From an optimization exercise on the open Yosys and OpenROAD flow, aimed at small area and a short achievable clock period; shortcuts taken in it are not production practice. The RTL was checked by simulation tests, not by an equivalence proof against the original design. No activity file was given, so power comes from the tool's default toggle rates.

==> flow/design.v <==
`default_nettype none
package ex_pkg;
    localparam logic [6:0] op_imm    = 7'b0010011;
    localparam logic [6:0] op_reg    = 7'b0110011;
    localparam logic [6:0] op_branch = 7'b1100011;
    localparam logic [6:0] op_jal    = 7'b1101111;
    localparam logic [6:0] op_jalr   = 7'b1100111;
    localparam logic [6:0] op_lui    = 7'b0110111;
    localparam logic [6:0] op_auipc  = 7'b0010111;
endpackage
`default_nettype wire
`timescale 1ns/10ps
`default_nettype none
module ex_decode (
    input  logic        clk,
    input  logic        reset_i,
    input  logic        valid_i,
    input  logic [31:0] pc_i,
    input  logic [31:0] inst_i,
    input  logic [31:0] rs1_i,
    input  logic [31:0] rs2_i,
    output logic [31:0] x_o,       
    output logic [31:0] y_o,       
    output logic [31:0] link_o,    
    output logic        cin_o,     
    output logic        s_add_o,   
    output logic        s_sr_o,
    output logic        s_sl_o,
    output logic        s_p_o,
    output logic        s_g_o,
    output logic        s_slt_o,
    output logic        s_sltu_o,
    output logic        s_link_o,
    output logic        arith_o,
    output logic        we_o,
    output logic [4:0]  rd_o,
    output logic        jump_o,
    output logic        bit0_o     
);
    logic [6:0] opc;
    logic [2:0] f3;
    logic       alt;
    logic       ok;
    logic       is_op, is_opimm, is_alu, is_lui, is_auipc, is_jal, is_jalr, is_br;
    logic       f_add, f_sub, f_sll, f_slt, f_sltu, f_xor, f_sr, f_or, f_and;
    logic       inv;
    logic       eq, lt, ltu, taken;
    logic [31:0] imm_i, imm_u, imm_b, imm_j;
    logic [31:0] rs1_rev;
    logic [31:0] x_d, y_d;
    assign opc = inst_i[6:0];
    assign f3  = inst_i[14:12];
    assign alt = inst_i[30];
    assign ok  = valid_i & ~reset_i;
    assign is_op    = opc == ex_pkg::op_reg;
    assign is_opimm = opc == ex_pkg::op_imm;
    assign is_alu   = is_op | is_opimm;
    assign is_lui   = opc == ex_pkg::op_lui;
    assign is_auipc = opc == ex_pkg::op_auipc;
    assign is_jal   = opc == ex_pkg::op_jal;
    assign is_jalr  = (opc == ex_pkg::op_jalr) & (f3 == 3'b000);
    assign is_br    = (opc == ex_pkg::op_branch) & (f3[2:1] != 2'b01);
    assign f_sub  = is_op & (f3 == 3'b000) & alt;
    assign f_add  = is_alu & (f3 == 3'b000) & ~f_sub;
    assign f_sll  = is_alu & (f3 == 3'b001);
    assign f_slt  = is_alu & (f3 == 3'b010);
    assign f_sltu = is_alu & (f3 == 3'b011);
    assign f_xor  = is_alu & (f3 == 3'b100);
    assign f_sr   = is_alu & (f3 == 3'b101);
    assign f_or   = is_alu & (f3 == 3'b110);
    assign f_and  = is_alu & (f3 == 3'b111);
    assign inv    = f_sub | f_slt | f_sltu;
    assign imm_i = {{20{inst_i[31]}}, inst_i[31:20]};
    assign imm_u = {inst_i[31:12], 12'b0};
    assign imm_b = {{20{inst_i[31]}}, inst_i[7], inst_i[30:25], inst_i[11:8], 1'b0};
    assign imm_j = {{12{inst_i[31]}}, inst_i[19:12], inst_i[20], inst_i[30:21], 1'b0};
    always_comb begin
        for (int i = 0; i < 32; i++) rs1_rev[i] = rs1_i[31-i];
    end
    assign x_d = ({32{(is_alu & ~f_sll) | is_jalr}} & rs1_i)
               | ({32{f_sll}} & rs1_rev)
               | ({32{is_auipc | is_jal | is_br}} & pc_i);
    assign y_d = ({32{is_op}} & rs2_i)
               | ({32{is_opimm | is_jalr}} & imm_i)
               | ({32{is_lui | is_auipc}} & imm_u)
               | ({32{is_br}} & imm_b)
               | ({32{is_jal}} & imm_j);
    logic [30:0] cl, ce;
    logic        e31;
    always_comb begin
        cl = ~rs1_i[30:0] & rs2_i[30:0];
        ce = ~(rs1_i[30:0] ^ rs2_i[30:0]);
        for (int s = 1; s < 32; s = s * 2) begin
            for (int i = 0; i + s < 31; i = i + 2 * s) begin
                cl[i] = cl[i+s] | (ce[i+s] & cl[i]);
                ce[i] = ce[i+s] & ce[i];
            end
        end
    end
    assign e31 = ~(rs1_i[31] ^ rs2_i[31]);
    assign eq  = e31 & ce[0];
    assign ltu = (~rs1_i[31] & rs2_i[31]) | (e31 & cl[0]);
    assign lt  = (rs1_i[31] & ~rs2_i[31]) | (e31 & cl[0]);
    always_comb begin
        case (f3[2:1])
            2'b00:   taken = eq ^ f3[0];
            2'b10:   taken = lt ^ f3[0];
            default: taken = ltu ^ f3[0];
        endcase
    end
    always_ff @(posedge clk) begin
        x_o      <= x_d;
        y_o      <= y_d ^ {32{inv}};
        link_o   <= pc_i + 32'd4;
        cin_o    <= inv;
        s_add_o  <= ok & (f_add | f_sub | is_lui | is_auipc);
        s_sr_o   <= ok & f_sr;
        s_sl_o   <= ok & f_sll;
        s_p_o    <= ok & (f_xor | f_or);
        s_g_o    <= ok & (f_and | f_or);
        s_slt_o  <= ok & f_slt;
        s_sltu_o <= ok & f_sltu;
        s_link_o <= ok & (is_jal | is_jalr);
        arith_o  <= alt & ~f_sll;
        we_o     <= ok & (is_alu | is_lui | is_auipc | is_jal | is_jalr);
        rd_o     <= inst_i[11:7] & {5{ok & (is_alu | is_lui | is_auipc | is_jal | is_jalr)}};
        jump_o   <= ok & (is_jal | is_jalr | (is_br & taken));
        bit0_o   <= ~is_jalr;
    end
endmodule
`default_nettype wire
`timescale 1ns/10ps
`default_nettype none
module ex_alu (
    input  logic        clk,
    input  logic        reset_i,
    input  logic [31:0] x_i,
    input  logic [31:0] y_i,
    input  logic [31:0] link_i,
    input  logic        cin_i,
    input  logic        s_add_i,
    input  logic        s_sr_i,
    input  logic        s_sl_i,
    input  logic        s_p_i,
    input  logic        s_g_i,
    input  logic        s_slt_i,
    input  logic        s_sltu_i,
    input  logic        s_link_i,
    input  logic        arith_i,
    input  logic        we_i,
    input  logic [4:0]  rd_i,
    input  logic        jump_i,
    input  logic        bit0_i,
    output logic        wb_we_o,
    output logic [4:0]  wb_rd_o,
    output logic [31:0] wb_data_o,
    output logic        jump_flag_o,
    output logic [31:0] jump_addr_o
);
    logic        rn;
    logic [31:0] p, g, sum, shr, result;
    logic        cout, lt, ltu, jmp;
    assign rn   = ~reset_i;
    assign p    = x_i ^ y_i;
    assign g    = x_i & y_i;
    logic [31:0] gg [0:5];
    logic [31:0] pp [0:5];
    logic [32:0] c;
    always_comb begin
        gg[0] = g;
        pp[0] = p;
        for (int l = 0; l < 5; l++) begin
            for (int i = 0; i < 32; i++) begin
                if ((i >> l) & 1) begin
                    gg[l+1][i] = gg[l][i] | (pp[l][i] & gg[l][((i >> l) << l) - 1]);
                    pp[l+1][i] = pp[l][i] & pp[l][((i >> l) << l) - 1];
                end else begin
                    gg[l+1][i] = gg[l][i];
                    pp[l+1][i] = pp[l][i];
                end
            end
        end
        c[0] = cin_i;
        for (int i = 0; i < 32; i++) c[i+1] = gg[5][i] | (pp[5][i] & cin_i);
    end
    assign sum  = p ^ c[31:0];
    assign cout = c[32];
    assign ltu  = ~cout;
    assign lt   = (x_i[31] == y_i[31]) ? x_i[31] : ~cout;
    logic [32:0] ext, ext_sh;
    assign ext    = {arith_i & x_i[31], x_i};
    assign ext_sh = $signed(ext) >>> y_i[4:0];
    assign shr    = ext_sh[31:0];
    always_comb begin
        for (int i = 0; i < 32; i++) begin
            result[i] = (s_add_i & sum[i]) | (s_sr_i & shr[i]) | (s_sl_i & shr[31-i])
                      | (s_p_i & p[i]) | (s_g_i & g[i]) | (s_link_i & link_i[i]);
        end
        result[0] = result[0] | (s_slt_i & lt) | (s_sltu_i & ltu);
    end
    assign jmp = jump_i & rn;
    always_ff @(posedge clk) begin
        wb_we_o     <= we_i & rn;
        wb_rd_o     <= rd_i & {5{rn}};
        wb_data_o   <= result & {32{rn}};
        jump_flag_o <= jmp;
        jump_addr_o <= {sum[31:1], sum[0] & bit0_i} & {32{jmp}};
    end
endmodule
`default_nettype wire
`timescale 1ns/10ps
`default_nettype none
module ex_top (
    input  logic        clk,
    input  logic        reset_i,
    input  logic        valid_i,
    input  logic [31:0] pc_i,
    input  logic [31:0] inst_i,
    input  logic [31:0] rs1_i,
    input  logic [31:0] rs2_i,
    output logic        wb_we_o,
    output logic [4:0]  wb_rd_o,
    output logic [31:0] wb_data_o,
    output logic        jump_flag_o,
    output logic [31:0] jump_addr_o
);
    logic [31:0] x, y, link;
    logic        cin, s_add, s_sr, s_sl, s_p, s_g, s_slt, s_sltu, s_link, arith;
    logic        we, jump, bit0;
    logic [4:0]  rd;
    ex_decode u_decode (
        .clk(clk), .reset_i(reset_i), .valid_i(valid_i), .pc_i(pc_i), .inst_i(inst_i),
        .rs1_i(rs1_i), .rs2_i(rs2_i),
        .x_o(x), .y_o(y), .link_o(link), .cin_o(cin), .s_add_o(s_add), .s_sr_o(s_sr),
        .s_sl_o(s_sl), .s_p_o(s_p), .s_g_o(s_g), .s_slt_o(s_slt), .s_sltu_o(s_sltu),
        .s_link_o(s_link), .arith_o(arith), .we_o(we), .rd_o(rd), .jump_o(jump), .bit0_o(bit0)
    );
    ex_alu u_alu (
        .clk(clk), .reset_i(reset_i),
        .x_i(x), .y_i(y), .link_i(link), .cin_i(cin), .s_add_i(s_add), .s_sr_i(s_sr),
        .s_sl_i(s_sl), .s_p_i(s_p), .s_g_i(s_g), .s_slt_i(s_slt), .s_sltu_i(s_sltu),
        .s_link_i(s_link), .arith_i(arith), .we_i(we), .rd_i(rd), .jump_i(jump), .bit0_i(bit0),
        .wb_we_o(wb_we_o), .wb_rd_o(wb_rd_o), .wb_data_o(wb_data_o),
        .jump_flag_o(jump_flag_o), .jump_addr_o(jump_addr_o)
    );
endmodule
`default_nettype wire
`timescale 1ns/10ps
`default_nettype none
module ex_unit (
    input  logic        clk,
    input  logic        reset_i,
    input  logic        issue_valid_i,
    input  logic [31:0] issue_pc_i,
    input  logic [31:0] issue_inst_i,
    input  logic [31:0] issue_rs1_i,
    input  logic [31:0] issue_rs2_i,
    output logic        wb_we_o,
    output logic [4:0]  wb_rd_o,
    output logic [31:0] wb_data_o,
    output logic        jump_flag_o,
    output logic [31:0] jump_addr_o
);
    ex_top u_top (
        .clk(clk), .reset_i(reset_i), .valid_i(issue_valid_i), .pc_i(issue_pc_i),
        .inst_i(issue_inst_i), .rs1_i(issue_rs1_i), .rs2_i(issue_rs2_i),
        .wb_we_o(wb_we_o), .wb_rd_o(wb_rd_o), .wb_data_o(wb_data_o),
        .jump_flag_o(jump_flag_o), .jump_addr_o(jump_addr_o)
    );
endmodule
`default_nettype wire
==> flow/flow/run.sh <==
#!/bin/bash
# Standard ORFS layout; only the port buffers differ: small buffers instead of
# the resizer's default pick.
set -euo pipefail
export BUFFER_PORTS_ARGS="-buffer_cell sky130_fd_sc_hd__buf_2"
bash standard.sh > standard.log 2>&1
==> flow/standard.sh <==
#!/bin/bash
# synth_recipe.tcl (not shown) runs the flow's synth.tcl, then flattens the netlist and writes it again
# the make line also repeats each setting of config.mk as NAME=value (left out here)
make -C /OpenROAD-flow-scripts/flow DESIGN_CONFIG=/design/flow/config.mk WORK_HOME=/design/flow/orfs CLKGATE_MAP_FILE= SYNTH_SCRIPT=/design/flow/synth_recipe.tcl "${@:-finish}"
==> flow/config.mk <==
export PLATFORM = sky130hd
export DESIGN_NAME = ex_unit
export DESIGN_NICKNAME = ex_unit
export VERILOG_FILES = /design/flow/design.v
export SDC_FILE = /design/flow/constraint.sdc
export NUM_CORES = 4
export LEC_CHECK = 0
export CAP_MARGIN = 20
export CORE_MARGIN = 2
export CORE_UTILIZATION = 40
export SLEW_MARGIN = 20
==> flow/constraint.sdc <==
create_clock -name core_clock -period 5.0 [get_ports {clk}]
set_input_delay 1.0000 -clock core_clock [delete_from_list [all_inputs] [get_ports {clk}]]
set_output_delay 1.0000 -clock core_clock [all_outputs]
set_load 0.01 [all_outputs]
==> run summary, run 1 <==
run status=timing/DRC/antenna clean; drt first pass iters=9; post_cts resized=0; CP Buf/Inv Count=1; CP Cell Sequence=buf_4 -> ha_1 -> and3_1 -> a2111o_1 -> nand3_2 -> a21oi_2 -> o2111ai_2 -> a311oi_2 -> xor2_1 -> a221oi_1 -> nor2_1; post-route minimum period=3.36 ns; syn nets=around 1400; startpoint types=register; Worst-Skew Late Latency=0.45 ns; sequential element share of the synthesized area=between 30 and 40%; Die Ht=~170 µm; Setup WS post-layout=between 1.5 and 2 ns; Crit path required time=5.31 ns; #FFs+latches synth=around 190; clk sinks=roughly 190; CP Max Fanout=30; cts-stage hold buffer count=0; Final Hold Fails=0; WL final=38200 µm; worst slack, placed=~1.5 ns; core area=~0.027 mm²; hold crit path type=register to register; Max Cap Viol=0; clock skew=0.0138 ns; grt total ovfl=0; slew margin rel.=roughly 28%; TritonCTS clock tree=done; syn avg cell area=a little under 9 µm²; vias per cell=5.86; Least-Margin Pin Slew=around 1.1 ns; vias in the first global route=between 9000 and 10000; Synth Flop Type=dfxtp_1; Mapped Cells=1206; hpwl dp=approximately 30000 µm; Static Leak=5.78 nW; worst vdd ir=0.179 mV; slowest CP cell=ha_1; Vias=around 10000; Routed Antenna Nets=0; Async SR Flop Fraction=0%; Root Driver=clkbuf_16; CP max stage delay=0.44 ns; f_max=297 MHz; Critical Path End Type=register; largest net degree at the start of global routing=51; most frequent cells in the layout=201 x buf_2, 184 x dfxtp_1, 97 x nand2_1; Cell Pwr Density=258 mW/mm²; Num CTS Buffers=17; layout cell share with drive strength beyond 1=between 20 and 25%; Placer Congestion=about 1.0; Slew Limit Fails=0; die width=approximately 170 µm; Synth Cell Area=roughly 0.011 mm²; die footprint=0.0282 mm²; htree depth=4; num ports=202; initial DRC count=1147; commonest non-fill, non-tap cell in the layout=buf_2; library cells used by synthesis=71; post-route clock period utilization=67.3%; post-CTS setup buffer count=0; Area Overhead vs Synth=17.9%; fin nets=~1600; yosys warns=4; largest area contributor in the netlist=dfxtp_1; Port Buf Inserts=201; setup total negative slack=0 ns; Initial Utilization=slightly above 40%; first-pass GRT wire length=approximately 57000 µm; Top delay family on crit path=compound AO/OA/AOI/OAI gates; clk buf depth=2; Crit Path Class=register to register; initial antenna violation count=4; row count=60; wire per inst=around 22 µm; Setup-failing EPs final=0; clk slew on worst S/H paths=0.08 ns; total track usage=roughly a quarter; DRC viols=0; RSZ-0062 raised after global routing=no; Synth area leaders=dfxtp_1 34%, ha_1 7.7%, a222oi_1 6.1%; post-synth top area share=between 30% and 40%; CP arrival=3.67 ns; Post-synth EDFFs=0
==> cells by family (layout without fill, tap and decap cells) <==
family                   count (synthesis)  after routing  synth area share [%]
AO/OA/AOI/OAI                          346            346                  23.7
AND/OR/NAND/NOR                        302            302                  13.7
flip-flops                             185            185                  34.4
buffers and inverters                  157            337                  5.87
XOR/XNOR                                87             87                  7.08
adder cells (fa/ha/maj)                 67             67                  7.86
multiplexers                            62             62                  7.40
other                                    0              3                     0
==> per-stage QoR <==
step / hold slack (ns) / std cells / instance area, µm² / utilization [%] / total power [W]
6_report: 0.441 / 1730 / 12700 / 47.5 / 0.00327
5_1_grt: 0.456 / 1728 / 12700 / 47.5 / 0.00338
4_1_cts: 0.442 / 1727 / 12700 / 47.5 / 0.00329
3_5_place_dp: 0.427 / 1695 / 12000 / 45.1 / 0.00185
3_3_place_gp: 0.419 / 1695 / 12000 / 45.1 / 0.00186
2_1_floorplan: 0.414 / 1206 / 10800 / - / 0.00170
==> area by class of cell <==
type	count	area, µm²
inverter	84	315
clock inverter	15	215
multi-input combinational	864	6440
timing repair buffer	221	1160
antenna	3	7.51
fill	2669	14000
clock buffer	17	425
tap	341	427
sequential	185	3700
==> Yosys cell counts (all sizes together), types with 6 or more instances <==
| library cell | n |
|---|---|
| dfxtp | 185 |
| nand2 | 97 |
| inv | 83 |
| a21oi | 72 |
| xnor2 | 70 |
| nor2 | 68 |
| a222oi | 66 |
| ha | 66 |
| clkbuf | 49 |
| o21ai | 47 |
| mux2i | 38 |
| a22oi | 27 |
| a221oi | 26 |
| buf | 24 |
| a21o | 23 |
| a31oi | 20 |
| nand3 | 20 |
| nor3 | 18 |
| or2 | 17 |
| xor2 | 17 |
| and2 | 15 |
| and3 | 15 |
| mux4 | 13 |
| nand4 | 13 |
| nor2b | 13 |
| a211oi | 11 |
| mux2 | 11 |
| o211ai | 11 |
| o21a | 9 |
| nand2b | 8 |
| and4 | 6 |
==> worst paths after layout <==
check	slack [ns]	startpoint	cells after the start	to
worst max-delay path	1.64	u_top.u_decode.y_o[2]$_DFF_P_	11	u_top.u_alu.wb_data_o[31]$_DFF_P_
worst min-delay path	0.44	u_top.u_decode.rd_o[2]$_DFF_P_	1	u_top.u_alu.wb_rd_o[2]$_DFF_P_
worst max register to register	1.64	u_top.u_decode.y_o[2]$_DFF_P_	11	u_top.u_alu.wb_data_o[31]$_DFF_P_
worst min register to register	0.44	u_top.u_decode.rd_o[2]$_DFF_P_	1	u_top.u_alu.wb_rd_o[2]$_DFF_P_
==> registers in the layout, indices dropped and copies added (netlist names), 5 cells and up <==
name,flops
u_top.u_decode.y_o,32
u_top.u_decode.rd_o,5
u_top.u_decode.link_o,32
u_top.u_alu.wb_data_o,32
u_top.u_decode.x_o,32
u_top.u_alu.jump_addr_o,32
u_top.u_alu.wb_rd_o,5
==> power by group <==
part | internal (W) | switching, W | leakage, nW | total, W
clock network | 0.000738 | 0.000709 | 0.310 | 0.00145
registers | 0.00150 | 0.0000205 | 1.50 | 0.00152
logic | 0.000122 | 0.000185 | 3.96 | 0.000307
total | 0.00236 | 0.000915 | 5.78 | 0.00327
==> routing by layer <==
metal  track usage, %  vias up  wire length (µm)
li1                 -     4813                 -
met1             36.7     4754             16800
met2             40.8      504             16900
met3             5.67       58              3260
met4             10.0        2              1290
met5                0        -                 9
==> inputs of run 2 (changes only) <==
--- a/flow/config.mk
+++ b/flow/config.mk
@@ -8,4 +8,5 @@
 export CAP_MARGIN = 20
 export CORE_MARGIN = 2
 export CORE_UTILIZATION = 40
+export SETUP_SLACK_MARGIN = 2.5
 export SLEW_MARGIN = 20
==> run 2 against run 1 <==
  * Still clean
  * Die area unchanged
  * Clock skew hardly changed
  * Sequential power is essentially flat
  * Register-to-register slack better by 0.58 ns
  * Clock power fell by 3%
  * Global-route usage is 1.5 points higher
  * Total power increased by 0.63%
  * First-iteration DRC count up 18%
  * Combinational power up 21%
  * Setup slack improved by 0.58 ns
  * Critical path type unchanged
  * Largest cell class unchanged
  * Largest power group unchanged
==> run summary, run 2 <==
hold crit path type=register to register; Reg2Reg Setup Slack=2.21 ns (+0.58 ns); drt first pass iters=9 (unchanged); initial antenna violation count=3 (-1); grt total ovfl=0 (unchanged); TritonCTS clock tree=done; vias per cell=5.96 (+1.8%); initial DRC count=1354 (+18%); die footprint=0.0282 mm² (unchanged); clk slew on worst S/H paths=0.09 ns (about the same); synth cell count leaders=185 x dfxtp_1, 97 x nand2_1, 83 x inv_1; CP Cell Sequence=ha_4 -> and3_4 -> a2111o_1 -> buf_6 -> a21oi_4 -> o21bai_4 -> a21o_1 -> a31oi_1 -> xor2_1 -> or2_1 -> a31oi_1; clock skew=0.0135 ns (-0.000336 ns); Synth Cell Area=0.0108 mm² (unchanged); row count=60 (unchanged); post-route cell area=0.0144 mm² (+14%); Die Ht=168 µm (unchanged); Routed Antenna Nets=0 (unchanged); Port Buf Inserts=201 (unchanged); Crit path required time=5.35 ns (+0.04 ns); core area=0.0267 mm² (unchanged); Synth area leaders=dfxtp_1 34%, ha_1 7.7%, a222oi_1 6.1%; die width=168 µm (unchanged); post-route minimum period=2.79 ns (-0.578 ns); Placer Congestion=0.943 (-6.7%); Num CTS Buffers=17 (unchanged); CP Max Fanout=3 (-90%); DRC viols=0 (unchanged); WL final=41400 µm (+8.3%); num ports=202 (unchanged); Hold Crit Start=u_top.u_decode.rd_o[1]$_DFF_P_; hpwl dp=31300 µm (+1.4%); largest area contributor in the netlist=dfxtp_1; Initial Utilization=40.3% (unchanged); layout cell share with drive strength beyond 1=37.4% (+15 points); Synth Flop Type=dfxtp_1; Hold EP=u_top.u_alu.wb_rd_o[1]$_DFF_P_; syn avg cell area=8.93 µm² (unchanged); Static Leak=6.21 nW (+7.4%); utilization after layout=54.0% (+6.5 points); Vias=10700 (+5.8%); Area Overhead vs Synth=34.1%; setup total negative slack=0 ns (unchanged); first-pass GRT wire length=60200 µm (+6.3%); Crit Path Class=register to register; Area after DPL=0.0122 mm² (+1.5%); CP max stage delay=0.49 ns (+0.05 ns); worst vdd ir=0.181 mV (+1.1%); Worst-Skew Late Latency=0.45 ns (about the same); Final Hold Fails=0 (unchanged); slowest CP cell=a2111o_1; worst hold path depth=1 (unchanged); Least-Margin Pin Slew=0.925 ns (-0.152 ns); Root Driver=clkbuf_16; library cells used by synthesis=71 (unchanged); Post-synth EDFFs=0 (unchanged); slew margin rel.=38.3% (+10 points); commonest non-fill, non-tap cell in the layout=buf_2; CP arrival=3.14 ns (-0.53 ns); #FFs+latches synth=185 (unchanged); most frequent cells in the layout=194 x buf_2, 152 x dfxtp_1, 93 x nand2_1; Worst R2R Path Depth=11 (unchanged); largest net degree at the start of global routing=51 (unchanged); htree depth=4 (unchanged); CP Buf/Inv Count=1 (unchanged); clk sinks=185 (unchanged); fin nets=1640 (+4.4%); RSZ-0062 raised after global routing=yes; R2R Path End=u_top.u_alu.wb_data_o[11]$_DFF_P_; most common cell in the netlist=dfxtp_1; vias in the first global route=9967 (+5.5%); Max Cap Viol=0 (unchanged); Worst path most repeated cell=a31oi_1; total track usage=28.0% (+1.5 points); run status=timing/DRC/antenna clean; post-synth top area share=34.4% (unchanged); clk buf depth=2 (unchanged); Mapped Cells=1206 (unchanged); worst r2r src=u_top.u_decode.x_o[2]$_DFF_P_; Critical Path End Type=register; Cell Pwr Density=228 mW/mm² (-12%); Setup-failing EPs final=0 (unchanged); Top delay family on crit path=compound AO/OA/AOI/OAI gates; startpoint types=register; f_max=359 MHz (+21%); wire per inst=23.0 µm (+4.2%); sequential element share of the synthesized area=34.4% (unchanged); Slew Limit Fails=0 (unchanged); post-route clock period utilization=55.7% (-12 points); Async SR Flop Fraction=0% (unchanged); syn nets=1404 (unchanged); yosys warns=4 (unchanged)
run 2: report_power, final:
part	switching (W)	internal [W]	total [W]	leakage [nW]
clock network	0.000720	0.000687	0.00141	0.301
logic	0.000214	0.000158	0.000372	4.38
registers	0.0000230	0.00149	0.00152	1.52
run 2: timing repair:
action                     4_1_cts  5_1_grt
gates resized for setup        122      106
hold buffers                     0        0
setup buffers                   40       25
pin swaps                       56       53
cloned                           2        2
setup endpoints to repair      122      101
run 2: cell type report:
cell class              count  area (µm²)
fillers                  2462       12300
multi-input cells         866        7450
well taps                 341         427
clock buffers              17         425
inverters                  84         327
flip-flops and latches    185        3780
repair buffers            288        1830
diodes                      2        5.00
clock inverters            15         193
run 2: per-stage QoR:
| stage | power (W) | hold WS, ns | std cells | worst slack (ns) |
|---|---|---|---|---|
| after floorplan | 0.00170 | 0.414 | 1206 | 2.24 |
| after global placement | 0.00187 | 0.419 | 1695 | 1.56 |
| after detailed placement | 0.00187 | 0.427 | 1695 | 1.57 |
| after CTS | 0.00326 | 0.441 | 1769 | 2.18 |
| after global routing | 0.00339 | 0.461 | 1797 | 2.14 |
| final | 0.00329 | 0.441 | 1798 | 2.21 |
run 2: kinds of logic (layout without fill, tap and decap cells):
group	Yosys count	in the layout	synth area share, %
and+or+nand+nor	302	304	13.7
xor gates and xnor gates	87	87	7.08
DFF	185	185	34.4
AOI/OAI and AO/OA	346	346	23.7
other	0	2	0
muxes	62	62	7.40
buffers and inverters	157	404	5.87
adders and majority gates	67	67	7.86
run 2: routing by layer:
layer  vias to the layer above  global-route usage (%)  part of all wire, %
li1                       4954                       -                    -
met1                      5077                    38.3                   42
met2                       601                    44.1                   45
met3                        82                    4.91                  8.9
met4                         2                    11.0                  3.9
met5                         -                       0                0.019
run 2: worst max path at each step:
| stage | endpoint | from | cells after the start |
|---|---|---|---|
| after detailed placement | u_top.u_decode.y_o[4]$_DFF_P_ | issue_inst_i[3] | 7 |
| after floorplan | u_top.u_decode.y_o[22]$_DFF_P_ | issue_inst_i[3] | 9 |
| final | u_top.u_alu.wb_data_o[11]$_DFF_P_ | u_top.u_decode.x_o[2]$_DFF_P_ | 11 |
| after global placement | u_top.u_decode.y_o[4]$_DFF_P_ | issue_inst_i[3] | 7 |
| after CTS | u_top.u_alu.wb_data_o[31]$_DFF_P_ | u_top.u_decode.y_o[18]$_DFF_P_ | 10 |
| after global routing | u_top.u_alu.wb_data_o[26]$_DFF_P_ | u_top.u_decode.x_o[17]$_DFF_P_ | 11 |
==> inputs of run 3 (changes only) <==
--- a/flow/config.mk
+++ b/flow/config.mk
@@ -8,5 +8,5 @@
 export CAP_MARGIN = 20
 export CORE_MARGIN = 2
 export CORE_UTILIZATION = 40
-export SETUP_SLACK_MARGIN = 2.5
+export SETUP_SLACK_MARGIN = 2.8
 export SLEW_MARGIN = 20
==> run 3 against run 2 <==
  * Still clean
  * Critical path depth unchanged
  * Global-route usage rose by 1.0 points
  * Cell count grew 2.8%
  * Hold slack better by 0.0015 ns
  * Flip-flop and latch count unchanged
  * Cell area up 11%
  * Wire length is 7.4% higher
  * Synthesized cell count did not move
  * Clock skew is 0.0022 ns higher
  * Sequential power is essentially flat
  * Critical endpoint is now u_top.u_alu.wb_data_o[31]$_DFF_P_
==> run summary, run 3 <==
run status=timing/DRC/antenna clean; total track usage=29.0% (+1.0 points); Routed Antenna Nets=0 (unchanged); launch point of the worst path=u_top.u_decode.y_o[3]$_DFF_P_; post-route minimum period=2.78 ns (-0.00598 ns); TritonCTS clock tree=done; slew margin rel.=50.3% (+12 points); grt total ovfl=0 (unchanged); row count=60 (unchanged); Vias=11100 (+3.9%); CP Max Fanout=5 (+2); commonest non-fill, non-tap cell in the layout=buf_2; clk sinks=185 (unchanged); R2R Path End=u_top.u_alu.wb_data_o[31]$_DFF_P_; syn nets=1404 (unchanged); Initial Utilization=40.3% (unchanged); Placer Congestion=0.963 (+2.2%); f_max=360 MHz (+0.22%); Worst Setup EP=u_top.u_alu.wb_data_o[31]$_DFF_P_; initial antenna violation count=0 (-3); setup total negative slack=0 ns (unchanged); RSZ-0062 raised after global routing=yes; Static Leak=6.79 nW (+9.5%); WL final=44400 µm (+7.4%); vias per cell=6.03 (+1.1%); Post-synth EDFFs=0 (unchanged); Worst-Skew Late Latency=0.45 ns (about the same); post-route clock period utilization=55.6% (-0.12 points); yosys warns=4 (unchanged); synth cell count leaders=185 x dfxtp_1, 97 x nand2_1, 83 x inv_1; Worst R2R Path Depth=11 (unchanged); worst slack, placed=1.73 ns (+0.161 ns); Setup-failing EPs final=0 (unchanged); CP arrival=3.10 ns (-0.04 ns); library cells used by synthesis=71 (unchanged); clk buf depth=2 (unchanged); n_diodes=0 (-2); worst vdd ir=0.211 mV (+17%); largest net degree at the start of global routing=52 (+2.0%); hpwl dp=31100 µm (-0.67%); sequential element share of the synthesized area=34.4% (unchanged); htree depth=4 (unchanged); Synth Cell Area=0.0108 mm² (unchanged); Max Cap Viol=0 (unchanged); #FFs+latches synth=185 (unchanged); first-pass GRT wire length=62800 µm (+4.3%); Cell Pwr Density=208 mW/mm² (-8.8%); Mapped Cells=1206 (unchanged); multi-input logic area=0.00828 mm² (+11%); hold crit path type=register to register; die width=168 µm (unchanged); drt first pass iters=7 (-2); Crit Path Class=register to register; layout cell share with drive strength beyond 1=45.5% (+8.1 points); largest area contributor in the netlist=dfxtp_1; post-synth top area share=34.4% (unchanged); worst r2r src=u_top.u_decode.y_o[3]$_DFF_P_; initial DRC count=1211 (-11%); utilization after layout=60.2% (+6.2 points); wire per inst=24.0 µm (+4.5%); clk slew on worst S/H paths=0.09 ns (about the same); Port Buf Inserts=201 (unchanged); Least-Margin Pin Slew=0.745 ns (-0.180 ns); Synth Flop Type=dfxtp_1; # fillers=2288 (-7.1%); Synth area leaders=dfxtp_1 34%, ha_1 7.7%, a222oi_1 6.1%; Die Ht=168 µm (unchanged); Setup WS post-layout=2.22 ns (+0.00598 ns); Root Driver=clkbuf_16; num ports=202 (unchanged); most common cell in the netlist=dfxtp_1; vias in the first global route=10500 (+5.2%); Reg2Reg Setup Slack=2.22 ns (about the same); DRC viols=0 (unchanged); Crit path required time=5.32 ns (-0.03 ns); die footprint=0.0282 mm² (unchanged); startpoint types=register; register area=0.00376 mm² (-0.60%); fin nets=1692 (+3.2%); core area=0.0267 mm² (unchanged); Critical Path End Type=register; Area Overhead vs Synth=49.4%; Async SR Flop Fraction=0% (unchanged); most frequent cells in the layout=178 x buf_2, 158 x dfxtp_1, 92 x buf_4; Num CTS Buffers=17 (unchanged); clock skew=0.0156 ns (+0.00216 ns); syn avg cell area=8.93 µm² (unchanged); Final Hold Fails=0 (unchanged); Slew Limit Fails=0 (unchanged)
run 3: cell counts after synthesis:
No cell type changed its count.
run 3: layer usage:
metal	global-route usage, %	wire length, µm	vias up
met1	40.0	18400	5347
li1	-	-	5071
met4	10.8	1920	0
met5	0	0	-
met2	45.7	20500	631
met3	5.01	3620	89
run 3: layout make-up:
type / count / share of cell area [%]
clock buffer: 17 / 2.64
clock inverter: 15 / 1.17
inverter: 84 / 2.12
multi-input combinational: 867 / 51.5
sequential: 185 / 23.4
tap: 341 / 2.65
timing repair buffer: 339 / 16.6
run 3: kinds of logic (layout without fill, tap and decap cells):
| group | count (synthesis) | after routing | share of synthesized area (%) |
|---|---|---|---|
| and+or+nand+nor | 302 | 304 | 13.7 |
| DFF | 185 | 185 | 34.4 |
| muxes | 62 | 62 | 7.40 |
| buffers and inverters | 157 | 455 | 5.87 |
| adders and majority gates | 67 | 67 | 7.86 |
| AOI/OAI and AO/OA | 346 | 347 | 23.7 |
| xor gates and xnor gates | 87 | 87 | 7.08 |
run 3: worst max-delay path: stages (launching register included):
cell,delay [ns]
dfxtp_4,0.36
buf_12,0.12
ha_4,0.28
and3_4,0.17
a2111o_1,0.23
nand3_4,0.13
a21oi_4,0.27
o2111ai_4,0.15
a311oi_2,0.37
xor2_1,0.15
a221oi_2,0.35
nor2_1,0.06
run 3: power by group:
part	internal (W)	total [W]	switching (W)
logic	0.000191	0.000433	0.000241
clock network	0.000688	0.00139	0.000706
registers	0.00150	0.00152	0.0000241
total	0.00237	0.00335	0.000972
run 3: per-stage QoR:
| step | std cells | instance area (µm²) | hold slack, ns | total power, W |
|---|---|---|---|---|
| finish | 1848 | 16100 | 0.443 | 0.00335 |
| global route | 1848 | 16100 | 0.460 | 0.00344 |
| global placement | 1689 | 12500 | 0.418 | 0.00187 |
| detailed placement | 1690 | 12500 | 0.422 | 0.00187 |
| CTS | 1800 | 14700 | 0.443 | 0.00330 |
| floorplan | 1206 | 11300 | 0.414 | 0.00171 |
run 3: what timing repair did:
item                       in CTS  in global routing
pin swaps                      84                116
hold buffers                    0                  0
setup buffers                  74                 37
resized for setup             215                172
cloned                          4                 11
setup endpoints to repair     139                134
run 3: how the worst min path moves through the flow:
stage	start	to	slack (ns)	cells past startpoint
floorplan	u_top.u_decode.rd_o[0]$_DFF_P_	u_top.u_alu.wb_rd_o[0]$_DFF_P_	0.41	1
global placement	u_top.u_decode.we_o$_DFF_P_	u_top.u_alu.wb_we_o$_DFF_P_	0.42	1
detailed placement	u_top.u_decode.we_o$_DFF_P_	u_top.u_alu.wb_we_o$_DFF_P_	0.42	1
CTS	u_top.u_decode.we_o$_DFF_P_	u_top.u_alu.wb_we_o$_DFF_P_	0.44	1
global route	u_top.u_decode.rd_o[4]$_DFF_P_	u_top.u_alu.wb_rd_o[4]$_DFF_P_	0.46	1
finish	u_top.u_decode.we_o$_DFF_P_	u_top.u_alu.wb_we_o$_DFF_P_	0.44	1
==> inputs of run 4 (changes only) <==
--- a/flow/config.mk
+++ b/flow/config.mk
@@ -8,5 +8,5 @@
 export CAP_MARGIN = 20
 export CORE_MARGIN = 2
 export CORE_UTILIZATION = 40
-export SETUP_SLACK_MARGIN = 2.8
+export SETUP_SLACK_MARGIN = 2.2
 export SLEW_MARGIN = 20
==> run 4 against run 3 <==
  * Still clean
  * Clock skew is 0.0031 ns lower
  * Setup slack better by 0.027 ns
  * Sequential power hardly changed
  * Non-clock buffer count is 79 lower
==> run summary, run 4 <==
run status=timing/DRC/antenna clean; commonest non-fill, non-tap cell in the layout=buf_2; post-synth top area share=34.4% (unchanged); Root Driver=clkbuf_16; WL final=40400 µm (-9.1%); f_max=363 MHz (+0.98%); total track usage=27.9% (-1.1 points); RSZ-0062 raised after global routing=yes; sequential element share of the synthesized area=34.4% (unchanged); synth cell count leaders=185 x dfxtp_1, 97 x nand2_1, 83 x inv_1; largest area contributor in the netlist=dfxtp_1; Mapped Cells=1206 (unchanged); clk slew on worst S/H paths=0.09 ns (about the same); Setup WS post-layout=2.25 ns (+0.0269 ns); worst slack, placed=1.61 ns (-0.119 ns); Worst Setup EP=u_top.u_alu.wb_data_o[31]$_DFF_P_; Initial Utilization=40.3% (unchanged); initial DRC count=1203 (-0.66%); Worst-Skew Late Latency=0.46 ns (about the same); PnR Total Power=0.00330 W (-1.3%); most common cell in the netlist=dfxtp_1; Placer Congestion=0.973 (+0.99%); layout cell share with drive strength beyond 1=29.9% (-16 points); core area=0.0267 mm² (unchanged); vias per cell=5.89 (-2.2%); hpwl dp=30900 µm (-0.64%); Synth Flop Type=dfxtp_1; cts-stage hold buffer count=0 (unchanged); Worst R2R Path Depth=11 (unchanged); fin nets=1612 (-4.7%); Final Hold Fails=0 (unchanged); yosys warns=4 (unchanged); syn nets=1404 (unchanged); Synth area leaders=dfxtp_1 34%, ha_1 7.7%, a222oi_1 6.1%; wire per inst=22.8 µm (-5.0%); htree depth=4 (unchanged); utilization after layout=51.1% (-9.1 points); Least-Margin Pin Slew=1.04 ns (+0.292 ns); main combinational cell family by area after synthesis=compound AO/OA/AOI/OAI gates; CP Max Fanout=6 (+1); hold crit path type=register to register; Setup-failing EPs final=0 (unchanged); worst r2r src=u_top.u_decode.x_o[17]$_DFF_P_; XOR/XNOR Fraction of Synth Area=7.08% (unchanged); R2R Path End=u_top.u_alu.wb_data_o[31]$_DFF_P_; library cells used by synthesis=71 (unchanged); largest net degree at the start of global routing=52 (unchanged); post-route minimum period=2.75 ns (-0.0269 ns); Reg2Reg Setup Slack=2.25 ns (+0.03 ns); most frequent cells in the layout=201 x buf_2, 168 x dfxtp_1, 96 x nand2_1; Static Leak=6.03 nW (-11%); initial antenna violation count=1 (+1); slowest CP cell=dfxtp_4; Area Overhead vs Synth=26.7%; CP arrival=3.06 ns (-0.04 ns); setup total negative slack=0 ns (unchanged); die footprint=0.0282 mm² (unchanged); Top delay family on crit path=compound AO/OA/AOI/OAI gates; startpoint types=register; Slew Limit Fails=0 (unchanged); clk buf depth=2 (unchanged); Crit Path Class=register to register; die width=168 µm (unchanged); Num CTS Buffers=17 (unchanged); Post-synth EDFFs=0 (unchanged); slew margin rel.=30.6% (-20 points); first-pass GRT wire length=59800 µm (-4.8%); num ports=202 (unchanged); syn avg cell area=8.93 µm² (unchanged); CP max stage delay=0.38 ns (about the same); drt first pass iters=8 (+1); CP Cell Sequence=ha_4 -> and4_1 -> and3_4 -> nand4_1 -> o211ai_1 -> buf_4 -> o2111ai_2 -> a311oi_2 -> xor2_1 -> a221oi_2 -> nor2_1; clk sinks=185 (unchanged); # fillers=2550 (+11%); Area after DPL=0.0121 mm² (-3.4%); Port Buf Inserts=201 (unchanged); Routed Antenna Nets=0 (unchanged); clock skew=0.0125 ns (-0.00315 ns); register area=0.00373 mm² (-0.67%); post-route cell area=0.0136 mm² (-15%); Async SR Flop Fraction=0% (unchanged); Die Ht=168 µm (unchanged); Compound-Gate Fraction of Synth Area=23.7% (unchanged); mux cell area share after synthesis=7.40% (unchanged); grt total ovfl=0 (unchanged); Synth Cell Area=0.0108 mm² (unchanged); row count=60 (unchanged); Cell Pwr Density=242 mW/mm² (+16%); TritonCTS clock tree=done; worst vdd ir=0.189 mV (-10%); Critical Path End Type=register; Vias=10400 (-6.4%); DRC viols=0 (unchanged); #FFs+latches synth=185 (unchanged); Max Cap Viol=0 (unchanged); Crit path required time=5.31 ns (about the same); launch point of the worst path=u_top.u_decode.x_o[17]$_DFF_P_; post-route clock period utilization=55.1% (-0.54 points); critical path depth in cells=11 (unchanged); CP Buf/Inv Count=1 (unchanged); multi-input logic area=0.00693 mm² (-16%); n_diodes=0 (unchanged); vias in the first global route=9913 (-5.5%); simple-gate area share of the yosys netlist=13.7% (unchanged); Adder-Cell Fraction of Synth Area=7.86% (unchanged)
run 4: what timing repair did:
item / in CTS / in global routing
buffers inserted: 6 / 31
pin swaps: 8 / 31
endpoints found under the setup margin: 55 / 47
resized for setup: 41 / 65
cloned: 4 / 1
run 4: area by class of cell:
| class | instances | share of cell area, % |
|---|---|---|
| sequential | 185 | 27.4 |
| tap | 341 | 3.13 |
| multi-input combinational | 865 | 50.8 |
| clock buffer | 17 | 3.12 |
| timing repair buffer | 260 | 11.7 |
| timing repair inverter | 1 | 0.0367 |
| inverter | 84 | 2.34 |
| clock inverter | 15 | 1.60 |
run 4: cell families after synthesis:
group                    Yosys count
XOR/XNOR                          87
AND/OR/NAND/NOR                  302
flip-flops                       185
multiplexers                      62
AO/OA/AOI/OAI                    346
adder cells (fa/ha/maj)           67
buffers and inverters            157
run 4: worst reg2reg max path: stages, from the launching register on:
cell	delay [ns]
dfxtp_4	0.38
ha_4	0.31
and4_1	0.27
and3_4	0.23
nand4_1	0.10
o211ai_1	0.11
buf_4	0.18
o2111ai_2	0.17
a311oi_2	0.35
xor2_1	0.14
a221oi_2	0.31
nor2_1	0.06
run 4: how the worst min path moves through the flow:
| stage | startpoint | to | slack (ns) | cells after the start |
|---|---|---|---|---|
| 2_1_floorplan | u_top.u_decode.rd_o[0]$_DFF_P_ | u_top.u_alu.wb_rd_o[0]$_DFF_P_ | 0.41 | 1 |
| 3_3_place_gp | u_top.u_decode.rd_o[2]$_DFF_P_ | u_top.u_alu.wb_rd_o[2]$_DFF_P_ | 0.42 | 1 |
| 3_5_place_dp | u_top.u_decode.rd_o[0]$_DFF_P_ | u_top.u_alu.wb_rd_o[0]$_DFF_P_ | 0.42 | 1 |
| 4_1_cts | u_top.u_decode.rd_o[0]$_DFF_P_ | u_top.u_alu.wb_rd_o[0]$_DFF_P_ | 0.45 | 1 |
| 5_1_grt | u_top.u_decode.we_o$_DFF_P_ | u_top.u_alu.wb_we_o$_DFF_P_ | 0.47 | 1 |
| 6_report | u_top.u_decode.rd_o[0]$_DFF_P_ | u_top.u_alu.wb_rd_o[0]$_DFF_P_ | 0.44 | 1 |
run 4: power by group:
| group | total [W] | internal (W) | switching [W] |
|---|---|---|---|
| Sequential | 0.00152 | 0.00150 | 0.0000223 |
| Combinational | 0.000333 | 0.000137 | 0.000195 |
| Clock | 0.00145 | 0.000708 | 0.000741 |
run 4: layer usage:
metal  vias to the layer above  part of all wire [%]  track usage [%]
li1                       4893                     -                -
met1                      4938                    45             39.2
met2                       513                    44             43.1
met3                        76                   7.9             5.01
met4                         0                   3.2             9.90
met5                         -                     0                0
run 4: through the flow:
step | cells | hold slack, ns
4_1_cts | 1736 | 0.446
2_1_floorplan | 1206 | 0.414
5_1_grt | 1768 | 0.468
3_3_place_gp | 1694 | 0.417
6_report | 1768 | 0.443
3_5_place_dp | 1694 | 0.425
==> inputs of run 5 (changes only) <==
--- a/flow/config.mk
+++ b/flow/config.mk
@@ -7,6 +7,6 @@
 export LEC_CHECK = 0
 export CAP_MARGIN = 20
 export CORE_MARGIN = 2
-export CORE_UTILIZATION = 40
+export CORE_UTILIZATION = 60
 export SETUP_SLACK_MARGIN = 2.2
 export SLEW_MARGIN = 20
==> run 5 against run 4 <==
  * Total power fell by 5.0%
  * Sequential power barely moved
  * Non-clock buffer count fell by 18
  * Clock power fell by about 10%
  * Fmax fell by 3.6%
  * First-iteration DRC count rose by 31%
  * Register-to-register slack got worse by 0.10 ns
  * Count of clock-buffer cells in the layout rose by 1
  * Global-route usage rose by 10 points
  * Synthesized area did not move
  * Wire length fell by 7.5%
  * Largest cell class unchanged
==> run summary, run 5 <==
run status=timing/DRC/antenna clean; Crit Path Class=register to register; Switching Share=27.1% (-2.0 points); most frequent cells in the layout=201 x buf_2, 174 x dfxtp_1, 97 x nand2_1; row count=48 (-20%); Worst R2R Path Depth=10 (-1); part of the power in registers=48.5% (+2.5 points); drt first pass iters=17 (+9); library cells used by synthesis=71 (unchanged); Cell Pwr Density=240 mW/mm² (-0.98%); Die Ht=138 µm (-18%); syn nets=1404 (unchanged); Clock power frac=41.3% (-2.6 points); Synth Cell Area=0.0108 mm² (unchanged); initial DRC count=1573 (+31%); grt total ovfl=0 (unchanged); Cell Int Power=0.00229 W (-2.4%); Synth area leaders=dfxtp_1 34%, ha_1 7.7%, a222oi_1 6.1%; Root Driver=clkbuf_16; syn avg cell area=8.93 µm² (unchanged); Critical Path End Type=register; htree depth=4 (unchanged); initial antenna violation count=3 (+2); first-pass GRT wire length=54700 µm (-8.6%); largest net degree at the start of global routing=52 (unchanged); worst r2r src=u_top.u_decode.x_o[14]$_DFF_P_; die footprint=0.0190 mm² (-33%); Placer Congestion=0.985 (+1.2%); Initial Utilization=61.8% (+22 points); Vias=10800 (+3.4%); fin nets=1593 (-1.2%); DRC viols=0 (unchanged); Area Overhead vs Synth=21.5%; PnR Total Power=0.00314 W (-5.0%); Reg2Reg Setup Slack=2.14 ns (-0.10 ns); Slew Limit Fails=0 (unchanged); clk buf depth=2 (unchanged); Synth Flop Type=dfxtp_1; Num CTS Buffers=17 (unchanged); Setup-failing EPs final=0 (unchanged); synth cell count leaders=185 x dfxtp_1, 97 x nand2_1, 83 x inv_1; switching power=0.000849 W (-11%); CP arrival=3.15 ns (+0.09 ns); Crit path required time=5.29 ns (-0.02 ns); setup total negative slack=0 ns (unchanged); total track usage=38.3% (+10 points); post-route minimum period=2.86 ns (+0.101 ns); sequential element share of the synthesized area=34.4% (unchanged); R2R Path End=u_top.u_alu.wb_data_o[31]$_DFF_P_; most common cell in the netlist=dfxtp_1; Port Buf Inserts=201 (unchanged); Gate power share=10.2% (about the same); f_max=350 MHz (-3.6%); vias per cell=6.60 (+12%); slew margin rel.=23.0% (-7.6 points); clock skew=0.0131 ns (+0.000596 ns); CP Max Fanout=5 (-1); TritonCTS clock tree=done; hold crit path type=register to register; Hold Crit Start=u_top.u_decode.rd_o[3]$_DFF_P_; layout cell share with drive strength beyond 1=27.2% (-2.7 points); core area=0.0174 mm² (-35%); vias in the first global route=9698 (-2.2%); largest area contributor in the netlist=dfxtp_1; Async SR Flop Fraction=0% (unchanged); WL final=37300 µm (-7.5%); Worst Setup EP=u_top.u_alu.wb_data_o[31]$_DFF_P_; wire per inst=22.8 µm (about the same); Mapped Cells=1206 (unchanged); Worst-Skew Late Latency=0.45 ns (about the same); #FFs+latches synth=185 (unchanged); Max Cap Viol=0 (unchanged); RSZ-0062 raised after global routing=yes; commonest non-fill, non-tap cell in the layout=buf_2; worst vdd ir=0.346 mV (+83%); Routed Antenna Nets=0 (unchanged); clk sinks=185 (unchanged); clk slew on worst S/H paths=0.07 ns (-0.02 ns); Post-synth EDFFs=0 (unchanged); startpoint types=register; launch point of the worst path=u_top.u_decode.x_o[14]$_DFF_P_; post-synth top area share=34.4% (unchanged); Least-Margin Pin Slew=1.15 ns (+0.116 ns); num ports=202 (unchanged); yosys warns=4 (unchanged); post-route clock period utilization=57.1% (+2.0 points); Final Hold Fails=0 (unchanged); die width=138 µm (-18%); hpwl dp=28000 µm (-9.3%); Static Leak=5.92 nW (-1.8%)
==> run 5: cell counts after synthesis <==
Identical to the previous run, type by type.
==> run 5: worst min path at each step <==
stage / to / slack (ns) / cells after the start
global route: u_top.u_alu.wb_rd_o[3]$_DFF_P_ / 0.46 / 1
floorplan: u_top.u_alu.wb_rd_o[0]$_DFF_P_ / 0.41 / 1
CTS: u_top.u_alu.wb_rd_o[3]$_DFF_P_ / 0.44 / 1
global placement: u_top.u_alu.wb_we_o$_DFF_P_ / 0.42 / 1
detailed placement: u_top.u_alu.wb_rd_o[3]$_DFF_P_ / 0.42 / 1
finish: u_top.u_alu.wb_rd_o[3]$_DFF_P_ / 0.44 / 1
==> run 5: logic make-up (layout without fill, tap and decap cells) <==
group	after synthesis	count (layout)	synth area share, %
xor+xnor	87	87	7.08
mux	62	62	7.40
buf+inv	157	358	5.87
flops	185	185	34.4
fa+ha+maj	67	67	7.86
simple gates	302	303	13.7
compound gates	346	346	23.7
other cells	0	1	0
==> run 5: stage by stage <==
| stage | instance area, µm² | hold WS (ns) | instances | util [%] | setup WS, ns |
|---|---|---|---|---|---|
| after global routing | 13100 | 0.462 | 1633 | 75.1 | 2.05 |
| after global placement | 11900 | 0.415 | 1573 | 68.5 | 1.60 |
| after CTS | 12800 | 0.438 | 1613 | 73.3 | 2.20 |
| after floorplan | 10900 | 0.414 | 1206 | - | 2.23 |
| final | 13100 | 0.437 | 1634 | 75.1 | 2.14 |
| after detailed placement | 11900 | 0.420 | 1573 | 68.5 | 1.62 |
==> run 5: what timing repair did <==
action / CTS / global route
hold buffers: 0 / 0
hold endpoints to repair: 0 / 0
resized for setup: 31 / 39
endpoints found under the setup margin: 56 / 88
pin swaps: 13 / 17
cloned: 3 / 1
buffers inserted: 5 / 18
==> run 5: cell type report <==
class,count,area (µm²)
multi-input combinational,865,6760
antenna,1,2.50
inverter,84,319
fill,1293,4330
tap,225,282
sequential,185,3720
clock inverter,14,133
timing repair buffer,242,1440
clock buffer,18,429
==> run 5: critical path: stages, from the launching register on <==
cell and delay (ns):
dfxtp_1 0.39, ha_1 0.40, and4_2 0.31, and3_1 0.22, nand3_4 0.12, a21oi_4 0.24
o2111ai_2 0.18, a311oi_2 0.34, xor2_1 0.18, a221oi_2 0.25, nor2_1 0.08
==> run 5: power groups by stage <==
stage / registers [W] / logic (W) / clock network (W)
2_1_floorplan: 0.00154 / 0.000157 / 0
3_3_place_gp: 0.00155 / 0.000295 / 0
3_5_place_dp: 0.00155 / 0.000297 / 0
4_1_cts: 0.00152 / 0.000305 / 0.00129
5_1_grt: 0.00152 / 0.000344 / 0.00135
6_report: 0.00152 / 0.000320 / 0.00130
==> run 5: layer usage <==
| layer | vias up | GRT usage (%) | part of all wire, % |
|---|---|---|---|
| met5 | - | 0 | 0.072 |
| met4 | 4 | 15.0 | 3.9 |
| met3 | 106 | 10.1 | 13 |
| met2 | 849 | 59.7 | 45 |
| met1 | 4970 | 50.8 | 39 |
| li1 | 4850 | - | - |
==> inputs of run 6 (changes only) <==
==> flow/run.sh (new file) <==
#!/bin/bash
# synth_recipe.tcl (not shown) runs the flow's synth.tcl, then flattens the netlist and writes it again
# the make line also repeats each setting of config.mk as NAME=value (left out here)
make -C /OpenROAD-flow-scripts/flow DESIGN_CONFIG=/design/flow/config.mk WORK_HOME=/design/flow/orfs CLKGATE_MAP_FILE= SYNTH_SCRIPT=/design/flow/synth_recipe.tcl finish
--- a/flow/config.mk
+++ b/flow/config.mk
@@ -7,6 +7,5 @@
 export LEC_CHECK = 0
 export CAP_MARGIN = 20
 export CORE_MARGIN = 2
-export CORE_UTILIZATION = 60
-export SETUP_SLACK_MARGIN = 2.2
+export CORE_UTILIZATION = 40
 export SLEW_MARGIN = 20
removed: flow/flow/run.sh
removed: flow/standard.sh
==> run 6 against run 5 <==
  * Still clean
  * Core utilization down 24 points
  * Critical path depth decreased by 3
  * Non-clock buffer count fell by 22
  * Global-route usage is 12 points lower
  * Total power rose by 4.4%
  * Die area up 48%
  * Setup slack got worse by 0.54 ns
  * Critical endpoint is now u_top.u_decode.y_o[13]$_DFF_P_
  * Largest power group unchanged
  * Highest routed layer is now met4
==> run summary, run 6 <==
post-route cell area=0.0137 mm² (+4.4%); core area=0.0267 mm² (+53%); # fillers=2566 (+98%); library cells used by synthesis=71 (unchanged); die footprint=0.0282 mm² (+48%); wire per inst=22.3 µm (-2.6%); wire length on met1=16700 µm (+16%); grt total ovfl=0 (unchanged); Num CTS Buffers=17 (unchanged); vias per cell=5.88 (-11%); row count=60 (+25%); hold crit path type=register to register; Crit Path Class=primary input to register; initial DRC count=1240 (-21%); Port Buf Inserts=201 (unchanged); startpoint types=primary input; PnR Total Power=0.00327 W (+4.4%); die width=168 µm (+22%); clock skew=0.0136 ns (+0.000459 ns); f_max=294 MHz (-16%); Slew Limit Fails=0 (unchanged); metal2 WL=17100 µm (+2.3%); Synth Cell Area=0.0108 mm² (unchanged); dpl cells=1694 (+7.7%); CP Buf/Inv Count=2 (+2); Mapped Cells=1206 (unchanged); post-route clock period utilization=67.9% (+11 points); Crit path required time=5.31 ns (+0.02 ns); Synth area leaders=dfxtp_1 34%, ha_1 7.7%, a222oi_1 6.1%; largest net degree at the start of global routing=51 (-1.9%); sequential element share of the synthesized area=34.4% (unchanged); clk slew on worst S/H paths=0.08 ns (about the same); setup total negative slack=0 ns (unchanged); post-synth top area share=34.4% (unchanged); worst slack, placed=1.14 ns (-0.484 ns); Area after DPL=0.0130 mm² (+9.3%); Die Ht=168 µm (+22%); CP arrival=3.70 ns (+0.55 ns); Static Leak=5.61 nW (-5.3%); Initial Utilization=40.3% (-22 points); Root Driver=clkbuf_16; largest area contributor in the netlist=dfxtp_1; slew margin rel.=28.8% (+5.7 points); Least-Margin Pin Slew=1.07 ns (-0.0869 ns); commonest non-fill, non-tap cell in the layout=clkdlybuf4s50_1; Final Hold Fails=0 (unchanged); Max Cap Viol=0 (unchanged); first-pass GRT wire length=57600 µm (+5.3%); post-route minimum period=3.40 ns (+0.541 ns); Area Overhead vs Synth=26.9%; Routed Antenna Nets=0 (unchanged); run status=timing/DRC/antenna clean; layout cell share with drive strength beyond 1=7.73% (-19 points); Cell Pwr Density=240 mW/mm² (about the same); clk sinks=185 (unchanged); Setup-failing EPs final=0 (unchanged); hpwl dp=31200 µm (+12%); syn avg cell area=8.93 µm² (unchanged); post_cts resized=0 (-100%); clk buf depth=2 (unchanged); most common cell in the netlist=dfxtp_1; htree depth=4 (unchanged); drt first pass iters=9 (-8); cts-stage hold buffer count=0 (unchanged); DR top layer=met4; Post-synth EDFFs=0 (unchanged); Final Instance Count excl. Fillers=1726 (+5.6%); total track usage=26.8% (-12 points); Critical Path End Type=register; met3 WL=3220 µm (-32%); Worst-Skew Late Latency=0.44 ns (about the same); CP Cell Sequence=clkdlybuf4s50_1 -> or3b_2 -> nor3_1 -> nand2_1 -> nor2_4 -> buf_4 -> xnor2_1; vias in the first global route=9681 (-0.18%); initial antenna violation count=0 (-3); syn nets=1404 (unchanged); synth cell count leaders=185 x dfxtp_1, 97 x nand2_1, 83 x inv_1; most frequent cells in the layout=201 x clkdlybuf4s50_1, 183 x dfxtp_1, 97 x nand2_1; Vias=10100 (-5.9%); post-CTS setup buffer count=0 (-5); Async SR Flop Fraction=0% (unchanged); CP Max Fanout=19 (+14); WL final=38400 µm (+2.9%); worst vdd ir=0.195 mV (-44%); TritonCTS clock tree=done; fin nets=1570 (-1.4%); n_diodes=0 (-1); DRC viols=0 (unchanged); Setup WS post-layout=1.60 ns (-0.541 ns); Top delay family on crit path=simple AND/OR/NAND/NOR gates; Placer Congestion=1.01 (+2.5%); yosys warns=4 (unchanged); num ports=202 (unchanged); RSZ-0062 raised after global routing=no; slowest CP cell=nor2_4; Synth Flop Type=dfxtp_1; #FFs+latches synth=185 (unchanged); CP max stage delay=0.61 ns (+0.21 ns)
-- run 6: cell counts after synthesis --
Identical to the previous run, type by type.
-- run 6: final timing paths --
kind              slack [ns]  cells after the start                           start                                end
setup reg to reg        1.66                     10   u_top.u_decode.y_o[1]$_DFF_P_  u_top.u_alu.wb_data_o[31]$_DFF_P_
setup / recovery        1.60                      7                 issue_inst_i[4]     u_top.u_decode.y_o[13]$_DFF_P_
hold reg to reg         0.44                      1  u_top.u_decode.rd_o[1]$_DFF_P_     u_top.u_alu.wb_rd_o[1]$_DFF_P_
hold / removal          0.44                      1  u_top.u_decode.rd_o[1]$_DFF_P_     u_top.u_alu.wb_rd_o[1]$_DFF_P_
-- run 6: routing by layer --
| layer | global-route usage [%] | vias to the layer above |
|---|---|---|
| met5 | 0 | - |
| met4 | 9.86 | 0 |
| met3 | 4.56 | 70 |
| met2 | 42.2 | 528 |
| met1 | 37.0 | 4731 |
| li1 | - | 4813 |
-- run 6: power by group --
part	switching [W]	internal (W)	leakage, nW
logic	0.000183	0.000175	3.80
registers	0.0000214	0.00150	1.51
clock network	0.000692	0.000704	0.305
-- run 6: cell families (layout without fill, tap and decap cells) --
| kind of cell | after synthesis | count (layout) | synth area share [%] |
|---|---|---|---|
| xor gates and xnor gates | 87 | 87 | 7.08 |
| and+or+nand+nor | 302 | 302 | 13.7 |
| adders and majority gates | 67 | 67 | 7.86 |
| AOI/OAI and AO/OA | 346 | 346 | 23.7 |
| buffers and inverters | 157 | 336 | 5.87 |
| DFF | 185 | 185 | 34.4 |
| muxes | 62 | 62 | 7.40 |
-- run 6: area by class of cell --
class	count	area, µm²	area share (%)
Inverter	84	315	2.31
Timing Repair Buffer	220	2150	15.8
Sequential cell	185	3710	27.1
Tap cell	341	427	3.12
Clock buffer	18	439	3.21
Clock inverter	14	188	1.37
Multi-Input combinational cell	864	6440	47.1
-- run 6: worst reg2reg max path, delay by kind of cell, from the launching register on --
family,cells,cell delay (ns)
xor gates and xnor gates,1,0.15
DFF,1,0.70
and+or+nand+nor,3,0.43
AOI/OAI and AO/OA,5,1.61
adders and majority gates,1,0.33
-- run 6: stage by stage --
stage | hold slack [ns] | util (%)
2_1_floorplan | 0.414 | -
3_3_place_gp | 0.419 | 48.8
3_5_place_dp | 0.423 | 48.8
4_1_cts | 0.442 | 51.1
5_1_grt | 0.464 | 51.1
6_report | 0.440 | 51.1

==> re-timing with driven ports <==
No port has a modelled driver above. Below, the same layouts with a new extraction and two added sets of constraints. Step 1: set_driving_cell puts a clkbuf_16 on clk and a buf_2 on each other input, an assumption about the parent block. Step 2 moves the port delays by t, midway between the first and last clock arrival at a register: inputs arrive t later, outputs are due t later. That takes back most of the time a late clock gives input paths. Three values: no drivers, after step 1, after step 2; two values: the first two.
run	t (ns)	setup WS [ns]	worst hold slack (ns)
run 1	0.492	1.635 / 1.635 / 1.498	0.441 / 0.441 / 0.441
run 2	0.491	2.213 / 2.213 / 2.052	0.441 / 0.441 / 0.441
run 3	0.496	2.219 / 2.219 / 2.101	0.443 / 0.443 / 0.443
run 4	0.497	2.246 / 2.246 / 1.811	0.443 / 0.443 / 0.443
run 5	0.489	2.145 / 2.145 / 1.742	0.437 / 0.437 / 0.437
run 6	0.482	1.604 / 1.632 / 1.150	0.440 / 0.440 / 0.440
After both steps setup and hold are still met in every run listed. The setup slack of run 6, which loses most, moves by +0.028 ns with the drivers and by -0.454 ns with both steps.
